From an optimization exercise on the open Yosys and OpenROAD flow, aimed at small area and a short achievable clock period; shortcuts taken in it are not production practice. Where RTL was checked, it was by simulation tests only, not by an equivalence proof against the original. Power is estimated from default activity; no workload was simulated.

==> inputs of wip/garnet <==
## rename_unit
module rename_unit (
  input  wire        clk,
  input  wire        rst,
  input  wire        dispatch_i,
  input  wire [4:0]  req_opa_areg_i,
  input  wire [4:0]  req_opb_areg_i,
  input  wire [4:0]  req_dest_areg_i,
  input  wire        req_is_branch_i,
  input  wire        cdb_valid_i,
  input  wire [5:0]  cdb_preg_i,
  input  wire        retire_i,
  input  wire [5:0]  retire_preg_i,
  input  wire        resolve_i,
  input  wire        mispredict_i,
  output logic [5:0] rsp_opa_preg_o,
  output logic       rsp_opa_rdy_o,
  output logic [5:0] rsp_opb_preg_o,
  output logic       rsp_opb_rdy_o,
  output logic [5:0] rsp_dest_preg_o,
  output logic [5:0] rsp_dest_old_preg_o,
  output logic       stall_o
);
  localparam int NT = 64;
  logic [4:0]  areg_q [NT];
  logic [NT-1:0] vld_q;
  logic [NT-1:0] rdy_q;
  logic [NT-1:0] ck_vld_q  [4];
  logic [5:0]    ck_head_q [4];
  logic          ck_lap_q  [4];
  logic [1:0]    ck_rd_q;
  logic [1:0]    ck_wr_q;
  logic [2:0]    ck_cnt_q;
  logic [5:0]  fifo_q [32];
  logic [5:0]  head_q;
  logic        lap_q;      
  logic [5:0]  tail_q;
  logic        rec_q;      
  logic        cap_q;      
  logic [1:0]  cap_e_q;    
  logic dest_real, recover, accept, alloc, push, pop, empty, full;
  assign dest_real = (req_dest_areg_i != 5'd31);
  assign recover   = resolve_i & mispredict_i;
  assign pop       = resolve_i & ~mispredict_i;
  assign empty     = (head_q == tail_q);
  assign full      = ck_cnt_q[2];
  ...
==> flow/config.mk <==
export PLATFORM = sky130hd
export DESIGN_NAME = rename_unit
export DESIGN_NICKNAME = rename_unit
export VERILOG_FILES = /design/flow/design.v
export SDC_FILE = /design/flow/constraint.sdc
export NUM_CORES = 4
export LEC_CHECK = 0
export CAP_MARGIN = 20
export CORE_MARGIN = 2
export CORE_UTILIZATION = 55
export CTS_CLUSTER_DIAMETER = 60
export CTS_CLUSTER_SIZE = 30
export PLACE_DENSITY = 0.75
export SETUP_SLACK_MARGIN = 3.5
export SLEW_MARGIN = 20
==> flow/constraint.sdc <==
create_clock -name core_clock -period 8.0 [get_ports {clk}]
set_input_delay 1.6000 -clock core_clock [delete_from_list [all_inputs] [get_ports {clk}]]
set_output_delay 1.6000 -clock core_clock [all_outputs]
set_load 0.01 [all_outputs]
run.sh (not shown) runs the stock make flow with config.mk's settings and CLKGATE_MAP_FILE= SYNTH_SCRIPT=/design/flow/synth_recipe.tcl, a recipe that flattens the netlist after the stock synthesis.
==> wip/zinc (differences from wip/garnet) <==
--- a/flow/design.v
+++ b/flow/design.v
@@ -45,18 +45,16 @@
   logic [1:0]    ck_rd_q;
   logic [1:0]    ck_wr_q;
   logic [2:0]    ck_cnt_q;
   logic [5:0]  fifo_q [32];
   logic [5:0]  head_q;
   logic        lap_q;      
   logic [5:0]  tail_q;
   logic        rec_q;      
-  logic        cap_q;      
-  logic [1:0]  cap_e_q;    
   logic dest_real, recover, accept, alloc, push, pop, empty, full;
   assign dest_real = (req_dest_areg_i != 5'd31);
   assign recover   = resolve_i & mispredict_i;
   assign pop       = resolve_i & ~mispredict_i;
   assign empty     = (head_q == tail_q);
   assign full      = ck_cnt_q[2];
   assign stall_o   = rec_q | recover | (dest_real & empty) | (req_is_branch_i & full);
   assign accept    = dispatch_i & ~stall_o;
@@ -96,38 +94,34 @@
     end
   end
   assign rsp_dest_preg_o = dest_real ? free_tag : 6'd31;
   logic [NT-1:0] vld_upd;    
   always_comb begin
     for (int t = 0; t < NT; t++)
       vld_upd[t] = (t == 31) ? 1'b1 : ((vld_q[t] & ~(alloc & m_d[t])) | (alloc & new_dec[t]));
   end
-  logic restore;
-  assign restore = recover & ~(cap_q & (cap_e_q == ck_rd_q));
-  logic [NT-1:0] head_dec;
-  always_comb begin
-    for (int t = 0; t < NT; t++)
-      head_dec[t] = ~empty & new_dec[t];
-  end
   always_ff @(posedge clk) begin
     for (int t = 0; t < NT; t++) begin
       if (t != 31) begin
-        if (rst) vld_q[t] <= (t < 32);
-        else     vld_q[t] <= restore ? ck_vld_q[ck_rd_q][t] : vld_upd[t];
-        if (rst && t < 32) rdy_q[t] <= 1'b1;
-        else               rdy_q[t] <= rdy_fwd[t] & ~head_dec[t];
+        if (rst) begin
+          vld_q[t] <= (t < 32);
+          rdy_q[t] <= 1'b1;
+        end else begin
+          vld_q[t] <= recover ? ck_vld_q[ck_rd_q][t] : vld_upd[t];
+          rdy_q[t] <= rdy_fwd[t] & ~(alloc & new_dec[t]);
+        end
       end
     end
   end
   always_ff @(posedge clk) begin
     for (int t = 0; t < NT; t++) begin
       if (t != 31) begin
         if (t < 32 && rst) areg_q[t] <= 5'(t);
-        else if (head_dec[t]) areg_q[t] <= req_dest_areg_i;
+        else if (alloc & new_dec[t]) areg_q[t] <= req_dest_areg_i;
       end
     end
   end
   logic [5:0] head_nx;
   logic       lap_nx;
   always_comb begin
     head_nx = head_q + 6'(alloc);
     lap_nx  = lap_q | (alloc & (head_q[4:0] == 5'd31));
@@ -144,35 +138,31 @@
     end
   end
   always_ff @(posedge clk) begin
     for (int i = 0; i < 32; i++)
       if (retire_i && tail_q[4:0] == 5'(i)) fifo_q[i] <= retire_preg_i;
   end
   always_ff @(posedge clk) begin
     for (int e = 0; e < 4; e++) begin
-      if (cap_q && cap_e_q == 2'(e))
-        ck_vld_q[e]  <= vld_q;
       if (push && ck_wr_q == 2'(e)) begin
+        ck_vld_q[e]  <= vld_upd;
         ck_head_q[e] <= head_nx;
         ck_lap_q[e]  <= lap_nx;
       end
     end
   end
-  always_ff @(posedge clk) cap_e_q <= ck_wr_q;
   always_ff @(posedge clk) begin
     if (rst) begin
       ck_rd_q  <= 2'd0;
       ck_wr_q  <= 2'd0;
       ck_cnt_q <= 3'd0;
       rec_q    <= 1'b0;
-      cap_q    <= 1'b0;
     end else begin
       rec_q <= recover;
-      cap_q <= push;
       if (recover) begin
         ck_rd_q  <= ck_wr_q;
         ck_cnt_q <= 3'd0;
       end else begin
         ck_wr_q  <= ck_wr_q + 2'(push);
         ck_rd_q  <= ck_rd_q + 2'(pop);
         ck_cnt_q <= ck_cnt_q + 3'(push) - 3'(pop);
       end
CORE_UTILIZATION = 40   (was 55)
CTS_CLUSTER_DIAMETER = default   (was 60)
CTS_CLUSTER_SIZE = default   (was 30)
PLACE_DENSITY = default   (was 0.75)
SETUP_SLACK_MARGIN = default   (was 3.5)
==> wip/xenon (differences from wip/garnet) <==
--- a/flow/design.v
+++ b/flow/design.v
@@ -45,18 +45,16 @@
   logic [1:0]    ck_rd_q;
   logic [1:0]    ck_wr_q;
   logic [2:0]    ck_cnt_q;
   logic [5:0]  fifo_q [32];
   logic [5:0]  head_q;
   logic        lap_q;      
   logic [5:0]  tail_q;
   logic        rec_q;      
-  logic        cap_q;      
-  logic [1:0]  cap_e_q;    
   logic dest_real, recover, accept, alloc, push, pop, empty, full;
   assign dest_real = (req_dest_areg_i != 5'd31);
   assign recover   = resolve_i & mispredict_i;
   assign pop       = resolve_i & ~mispredict_i;
   assign empty     = (head_q == tail_q);
   assign full      = ck_cnt_q[2];
   assign stall_o   = rec_q | recover | (dest_real & empty) | (req_is_branch_i & full);
   assign accept    = dispatch_i & ~stall_o;
@@ -96,38 +94,34 @@
     end
   end
   assign rsp_dest_preg_o = dest_real ? free_tag : 6'd31;
   logic [NT-1:0] vld_upd;    
   always_comb begin
     for (int t = 0; t < NT; t++)
       vld_upd[t] = (t == 31) ? 1'b1 : ((vld_q[t] & ~(alloc & m_d[t])) | (alloc & new_dec[t]));
   end
-  logic restore;
-  assign restore = recover & ~(cap_q & (cap_e_q == ck_rd_q));
-  logic [NT-1:0] head_dec;
-  always_comb begin
-    for (int t = 0; t < NT; t++)
-      head_dec[t] = ~empty & new_dec[t];
-  end
   always_ff @(posedge clk) begin
     for (int t = 0; t < NT; t++) begin
       if (t != 31) begin
-        if (rst) vld_q[t] <= (t < 32);
-        else     vld_q[t] <= restore ? ck_vld_q[ck_rd_q][t] : vld_upd[t];
-        if (rst && t < 32) rdy_q[t] <= 1'b1;
-        else               rdy_q[t] <= rdy_fwd[t] & ~head_dec[t];
+        if (rst) begin
+          vld_q[t] <= (t < 32);
+          rdy_q[t] <= 1'b1;
+        end else begin
+          vld_q[t] <= recover ? ck_vld_q[ck_rd_q][t] : vld_upd[t];
+          rdy_q[t] <= rdy_fwd[t] & ~(alloc & new_dec[t]);
+        end
       end
     end
   end
   always_ff @(posedge clk) begin
     for (int t = 0; t < NT; t++) begin
       if (t != 31) begin
         if (t < 32 && rst) areg_q[t] <= 5'(t);
-        else if (head_dec[t]) areg_q[t] <= req_dest_areg_i;
+        else if (alloc & new_dec[t]) areg_q[t] <= req_dest_areg_i;
       end
     end
   end
   logic [5:0] head_nx;
   logic       lap_nx;
   always_comb begin
     head_nx = head_q + 6'(alloc);
     lap_nx  = lap_q | (alloc & (head_q[4:0] == 5'd31));
@@ -144,35 +138,31 @@
     end
   end
   always_ff @(posedge clk) begin
     for (int i = 0; i < 32; i++)
       if (retire_i && tail_q[4:0] == 5'(i)) fifo_q[i] <= retire_preg_i;
   end
   always_ff @(posedge clk) begin
     for (int e = 0; e < 4; e++) begin
-      if (cap_q && cap_e_q == 2'(e))
-        ck_vld_q[e]  <= vld_q;
       if (push && ck_wr_q == 2'(e)) begin
+        ck_vld_q[e]  <= vld_upd;
         ck_head_q[e] <= head_nx;
         ck_lap_q[e]  <= lap_nx;
       end
     end
   end
-  always_ff @(posedge clk) cap_e_q <= ck_wr_q;
   always_ff @(posedge clk) begin
     if (rst) begin
       ck_rd_q  <= 2'd0;
       ck_wr_q  <= 2'd0;
       ck_cnt_q <= 3'd0;
       rec_q    <= 1'b0;
-      cap_q    <= 1'b0;
     end else begin
       rec_q <= recover;
-      cap_q <= push;
       if (recover) begin
         ck_rd_q  <= ck_wr_q;
         ck_cnt_q <= 3'd0;
       end else begin
         ck_wr_q  <= ck_wr_q + 2'(push);
         ck_rd_q  <= ck_rd_q + 2'(pop);
         ck_cnt_q <= ck_cnt_q + 3'(push) - 3'(pop);
       end
CORE_UTILIZATION = 40   (was 55)
CTS_CLUSTER_DIAMETER = default   (was 60)
CTS_CLUSTER_SIZE = default   (was 30)
PLACE_DENSITY = default   (was 0.75)
TNS_END_PERCENT = 10   (was default)
==> wip/pepper (differences from wip/garnet) <==
==> flow/design.v (replaced) <==
`default_nettype none
package rename_pkg;
  localparam int NUM_AREG   = 32;   
  localparam int NUM_PREG   = 64;   
  localparam int FREE_DEPTH = 32;   
  localparam int BR_DEPTH   = 4;    
  localparam int ZERO_AREG  = 31;   
  localparam int AW         = 5;    
  localparam int PW         = 6;    
  localparam int FW         = 6;    
  localparam int BW         = 2;    
endpackage
`default_nettype wire
`timescale 1ns/10ps
`default_nettype none
module rename_unit (
  input  wire        clk,
  input  wire        rst,
  input  wire        dispatch_i,
  input  wire [4:0]  req_opa_areg_i,
  input  wire [4:0]  req_opb_areg_i,
  input  wire [4:0]  req_dest_areg_i,
  input  wire        req_is_branch_i,
  input  wire        cdb_valid_i,
  input  wire [5:0]  cdb_preg_i,
  input  wire        retire_i,
  input  wire [5:0]  retire_preg_i,
  input  wire        resolve_i,
  input  wire        mispredict_i,
  output logic [5:0] rsp_opa_preg_o,
  output logic       rsp_opa_rdy_o,
  output logic [5:0] rsp_opb_preg_o,
  output logic       rsp_opb_rdy_o,
  output logic [5:0] rsp_dest_preg_o,
  output logic [5:0] rsp_dest_old_preg_o,
  output logic       stall_o
);
  localparam int NT = 64;
  logic [4:0]  areg_q [NT];
  logic [NT-1:0] vld_q;
  logic [NT-1:0] rdy_q;
  logic [NT-1:0] ck_vld_q  [4];
  logic [5:0]    ck_head_q [4];
  logic          ck_lap_q  [4];
  logic [1:0]    ck_rd_q;
  logic [1:0]    ck_wr_q;
  logic [2:0]    ck_cnt_q;
  logic [5:0]  fifo_q [32];
  logic [5:0]  head_q;
  logic        lap_q;      
  logic [5:0]  tail_q;
  logic        rec_q;      
  logic dest_real, recover, accept, alloc, push, pop, empty, full;
  assign dest_real = (req_dest_areg_i != 5'd31);
  assign recover   = resolve_i & mispredict_i;
  assign pop       = resolve_i & ~mispredict_i;
  assign empty     = (head_q == tail_q);
  assign full      = ck_cnt_q[2];
  assign stall_o   = rec_q | recover | (dest_real & empty) | (req_is_branch_i & full);
  assign accept    = dispatch_i & ~stall_o;
  assign alloc     = accept & dest_real;
  assign push      = accept & req_is_branch_i;
  logic [5:0] free_tag;
  assign free_tag = lap_q ? fifo_q[head_q[4:0]] : {1'b1, head_q[4:0]};
  logic [NT-1:0] new_dec, cdb_dec, rdy_fwd;
  logic [NT-1:0] vld_w;
  logic [NT-1:0] n1_a, n2_a, n2r_a, n1_b, n2_b, n2r_b, n1_d, n2_d, m_d;
  always_comb begin
    for (int t = 0; t < NT; t++) begin
      new_dec[t] = (free_tag == 6'(t));
      cdb_dec[t] = cdb_valid_i & (cdb_preg_i == 6'(t));
      rdy_fwd[t] = (t == 31) ? 1'b1 : (rdy_q[t] | cdb_dec[t]);
      vld_w[t]   = (t == 31) ? 1'b1 : vld_q[t];
    end
  end
  for (genvar t = 0; t < NT; t++) begin : g_cam
    logic [4:0] a;
    if (t == 31) begin : g_z
      assign a = 5'd31;
    end else begin : g_r
      assign a = areg_q[t];
    end
    ru_tagcmp u_a (.a(a), .k(req_opa_areg_i),  .v(vld_w[t]), .r(rdy_fwd[t]), .n1(n1_a[t]), .n2(n2_a[t]), .n2r(n2r_a[t]));
    ru_tagcmp u_b (.a(a), .k(req_opb_areg_i),  .v(vld_w[t]), .r(rdy_fwd[t]), .n1(n1_b[t]), .n2(n2_b[t]), .n2r(n2r_b[t]));
    ru_tagcmp2 u_d (.a(a), .k(req_dest_areg_i), .v(vld_w[t]), .n1(n1_d[t]), .n2(n2_d[t]));
    assign m_d[t] = ~(n1_d[t] | n2_d[t]);
  end
  for (genvar b = 0; b < 6; b++) begin : g_enc
    logic [31:0] a1, a2, b1, b2, d1, d2;
    for (genvar j = 0; j < 32; j++) begin : g_sel
      localparam int T = ((j >> b) << (b + 1)) | (1 << b) | (j & ((1 << b) - 1));
      assign a1[j] = n1_a[T];
      assign a2[j] = n2_a[T];
      assign b1[j] = n1_b[T];
      assign b2[j] = n2_b[T];
      assign d1[j] = n1_d[T];
      assign d2[j] = n2_d[T];
    end
    ru_or32 u_a (.n1(a1), .n2(a2), .y(rsp_opa_preg_o[b]));
    ru_or32 u_b (.n1(b1), .n2(b2), .y(rsp_opb_preg_o[b]));
    ru_or32 u_d (.n1(d1), .n2(d2), .y(rsp_dest_old_preg_o[b]));
  end
  ru_or64 u_rdy_a (.n1(n1_a), .n2(n2r_a), .y(rsp_opa_rdy_o));
  ru_or64 u_rdy_b (.n1(n1_b), .n2(n2r_b), .y(rsp_opb_rdy_o));
  assign rsp_dest_preg_o = dest_real ? free_tag : 6'd31;
  logic [NT-1:0] vld_upd;    
  always_comb begin
    for (int t = 0; t < NT; t++)
      vld_upd[t] = (t == 31) ? 1'b1 : ((vld_q[t] & ~(alloc & m_d[t])) | (alloc & new_dec[t]));
  end
  always_ff @(posedge clk) begin
    for (int t = 0; t < NT; t++) begin
      if (t != 31) begin
        if (rst) begin
          vld_q[t] <= (t < 32);
          rdy_q[t] <= 1'b1;
        end else begin
          vld_q[t] <= recover ? ck_vld_q[ck_rd_q][t] : vld_upd[t];
          rdy_q[t] <= rdy_fwd[t] & ~(alloc & new_dec[t]);
        end
      end
    end
  end
  always_ff @(posedge clk) begin
    for (int t = 0; t < NT; t++) begin
      if (t != 31) begin
        if (t < 32 && rst) areg_q[t] <= 5'(t);
        else if (alloc & new_dec[t]) areg_q[t] <= req_dest_areg_i;
      end
    end
  end
  logic [5:0] head_nx;
  logic       lap_nx;
  always_comb begin
    head_nx = head_q + 6'(alloc);
    lap_nx  = lap_q | (alloc & (head_q[4:0] == 5'd31));
  end
  always_ff @(posedge clk) begin
    if (rst) begin
      head_q <= 6'd0;
      lap_q  <= 1'b0;
      tail_q <= 6'd32;
    end else begin
      head_q <= recover ? ck_head_q[ck_rd_q] : head_nx;
      lap_q  <= recover ? ck_lap_q[ck_rd_q]  : lap_nx;
      tail_q <= tail_q + 6'(retire_i);
    end
  end
  always_ff @(posedge clk) begin
    for (int i = 0; i < 32; i++)
      if (retire_i && tail_q[4:0] == 5'(i)) fifo_q[i] <= retire_preg_i;
  end
  always_ff @(posedge clk) begin
    for (int e = 0; e < 4; e++) begin
      if (push && ck_wr_q == 2'(e)) begin
        ck_vld_q[e]  <= vld_upd;
        ck_head_q[e] <= head_nx;
        ck_lap_q[e]  <= lap_nx;
      end
    end
  end
  always_ff @(posedge clk) begin
    if (rst) begin
      ck_rd_q  <= 2'd0;
      ck_wr_q  <= 2'd0;
      ck_cnt_q <= 3'd0;
      rec_q    <= 1'b0;
    end else begin
      rec_q <= recover;
      if (recover) begin
        ck_rd_q  <= ck_wr_q;
        ck_cnt_q <= 3'd0;
      end else begin
        ck_wr_q  <= ck_wr_q + 2'(push);
        ck_rd_q  <= ck_rd_q + 2'(pop);
        ck_cnt_q <= ck_cnt_q + 3'(push) - 3'(pop);
      end
    end
  end
endmodule
module ru_xnor2 (input wire a, input wire b, output wire y);
  assign y = ~(a ^ b);
endmodule
module ru_nand3 (input wire a, input wire b, input wire c, output wire y);
  assign y = ~(a & b & c);
endmodule
module ru_nand4 (input wire a, input wire b, input wire c, input wire d, output wire y);
  assign y = ~(a & b & c & d);
endmodule
module ru_nor4 (input wire a, input wire b, input wire c, input wire d, output wire y);
  assign y = ~(a | b | c | d);
endmodule
module ru_o22ai (input wire a1, input wire a2, input wire b1, input wire b2, output wire y);
  assign y = ~((a1 | a2) & (b1 | b2));
endmodule
module ru_or2 (input wire a, input wire b, output wire y);
  assign y = a | b;
endmodule
module ru_tagcmp (
  input  wire [4:0] a,
  input  wire [4:0] k,
  input  wire       v,
  input  wire       r,
  output wire       n1,
  output wire       n2,
  output wire       n2r
);
  wire [4:0] e;
  for (genvar i = 0; i < 5; i++) begin : g_x
    ru_xnor2 u_x (.a(a[i]), .b(k[i]), .y(e[i]));
  end
  ru_nand3 u_n1  (.a(e[0]), .b(e[1]), .c(e[2]), .y(n1));
  ru_nand3 u_n2  (.a(e[3]), .b(e[4]), .c(v), .y(n2));
  ru_nand4 u_n2r (.a(e[3]), .b(e[4]), .c(v), .d(r), .y(n2r));
endmodule
module ru_tagcmp2 (
  input  wire [4:0] a,
  input  wire [4:0] k,
  input  wire       v,
  output wire       n1,
  output wire       n2
);
  wire [4:0] e;
  for (genvar i = 0; i < 5; i++) begin : g_x
    ru_xnor2 u_x (.a(a[i]), .b(k[i]), .y(e[i]));
  end
  ru_nand3 u_n1 (.a(e[0]), .b(e[1]), .c(e[2]), .y(n1));
  ru_nand3 u_n2 (.a(e[3]), .b(e[4]), .c(v), .y(n2));
endmodule
module ru_or32 (
  input  wire [31:0] n1,
  input  wire [31:0] n2,
  output wire        y
);
  wire [15:0] p;
  wire [3:0]  q;
  for (genvar i = 0; i < 16; i++) begin : g_p
    ru_o22ai u_p (.a1(n1[2*i]), .a2(n2[2*i]), .b1(n1[2*i+1]), .b2(n2[2*i+1]), .y(p[i]));
  end
  for (genvar i = 0; i < 4; i++) begin : g_q
    ru_nor4 u_q (.a(p[4*i]), .b(p[4*i+1]), .c(p[4*i+2]), .d(p[4*i+3]), .y(q[i]));
  end
  ru_nand4 u_y (.a(q[0]), .b(q[1]), .c(q[2]), .d(q[3]), .y(y));
endmodule
module ru_or64 (
  input  wire [63:0] n1,
  input  wire [63:0] n2,
  output wire        y
);
  wire lo, hi;
  ru_or32 u_lo (.n1(n1[31:0]),  .n2(n2[31:0]),  .y(lo));
  ru_or32 u_hi (.n1(n1[63:32]), .n2(n2[63:32]), .y(hi));
  ru_or2  u_y  (.a(lo), .b(hi), .y(y));
endmodule
`default_nettype wire
CORE_UTILIZATION = 40   (was 55)
CTS_CLUSTER_DIAMETER = default   (was 60)
CTS_CLUSTER_SIZE = default   (was 30)
PLACE_DENSITY = default   (was 0.75)
SYNTH_HIERARCHICAL = 1   (was default)
SYNTH_MINIMUM_KEEP_SIZE = 0   (was default)
==> qor summary <==
| metric | wip/pepper | wip/garnet | wip/xenon | wip/zinc |
|---|---|---|---|---|
| Status | complete, no violations | complete, no violations | complete, no violations | complete, no violations |
| Pin count of the biggest net entering global routing | 115 | 99 | 96 | 65 |
| Minimum period implied by the final worst setup slack | 5.49 ns | 5.73 ns | 5.73 ns | 7.36 ns |
| Area after detailed placement | 53400 um2 | 50400 um2 | 51300 um2 | 51400 um2 |
| Critical path fanouts, max | 7 | 10 | 6 | 41 |
| Post-Syn Area per Cell | 11.5 um2 | 11.6 um2 | 11.6 um2 | 11.6 um2 |
| Synthesis warning total | 12 | 7 | 6 | 6 |
| Via total after detailed routing | 42200 | 39400 | 39500 | 36200 |
| Top class by area | multi-input gates | flip-flops and latches | flip-flops and latches | flip-flops and latches |
| Power in sequential cells | 5.31 mW | 5.43 mW | 5.30 mW | 5.30 mW |
| Layout Area Growth over Synthesis | 30.7% | 23.1% | 30.1% | 13.8% |
| Placer Congestion | 0.969 | 1.07 | 1.05 | 1.03 |
| Most instantiated library cell after synthesis | - | xor2_1 | xor2_1 | xor2_1 |
| Final sequential cell count | 934 | 937 | 934 | 934 |
| Largest area contributor in the synthesized netlist | - | edfxtp_1 | edfxtp_1 | edfxtp_1 |
| Number of global-route vias before repair | 39700 | 37700 | 37400 | 34700 |
| Launching instance or port of the critical path | cdb_preg_i[3] | req_dest_areg_i[4] | req_dest_areg_i[4] | req_dest_areg_i[2] |
Only the layout flow was run in wip/pepper; the RTL was not checked for function there.

-- afterwards: timing with drivers on the ports --
Ports are ideal in the flow. The routed layouts listed here were re-timed in OpenROAD. Step 1 sets driving cells, clkbuf_16 on the clock port and buf_2 on the other inputs (assumed; they add their load-dependent delay and slew). Step 2 also shifts input and output timing later by t, the mid clock arrival at the registers, as if the neighbouring blocks saw the same clock. Slacks: ideal / step 1 / step 2; pairs: ideal / step 1.
run	t (ns)	setup slack, ns	worst hold slack (ns)	latest minus earliest clock arrival (ns)
wip/garnet	0.760	2.270 / 1.953 / 1.953	0.465 / 0.465 / 0.465	0.053 / 0.054
wip/zinc	0.818	0.642 / 0.590 / 0.590	0.515 / 0.515 / 0.515	0.061 / 0.061
wip/xenon	0.793	2.267 / 1.915 / 1.915	0.519 / 0.519 / 0.519	0.061 / 0.060
wip/pepper	0.792	2.508 / 2.309 / 1.899	0.503 / 0.503 / 0.503	0.061 / 0.061
After both steps every run listed still meets setup and hold. The setup slack of wip/pepper, which loses most, moves by -0.199 ns with the drivers and by -0.609 ns with both steps.
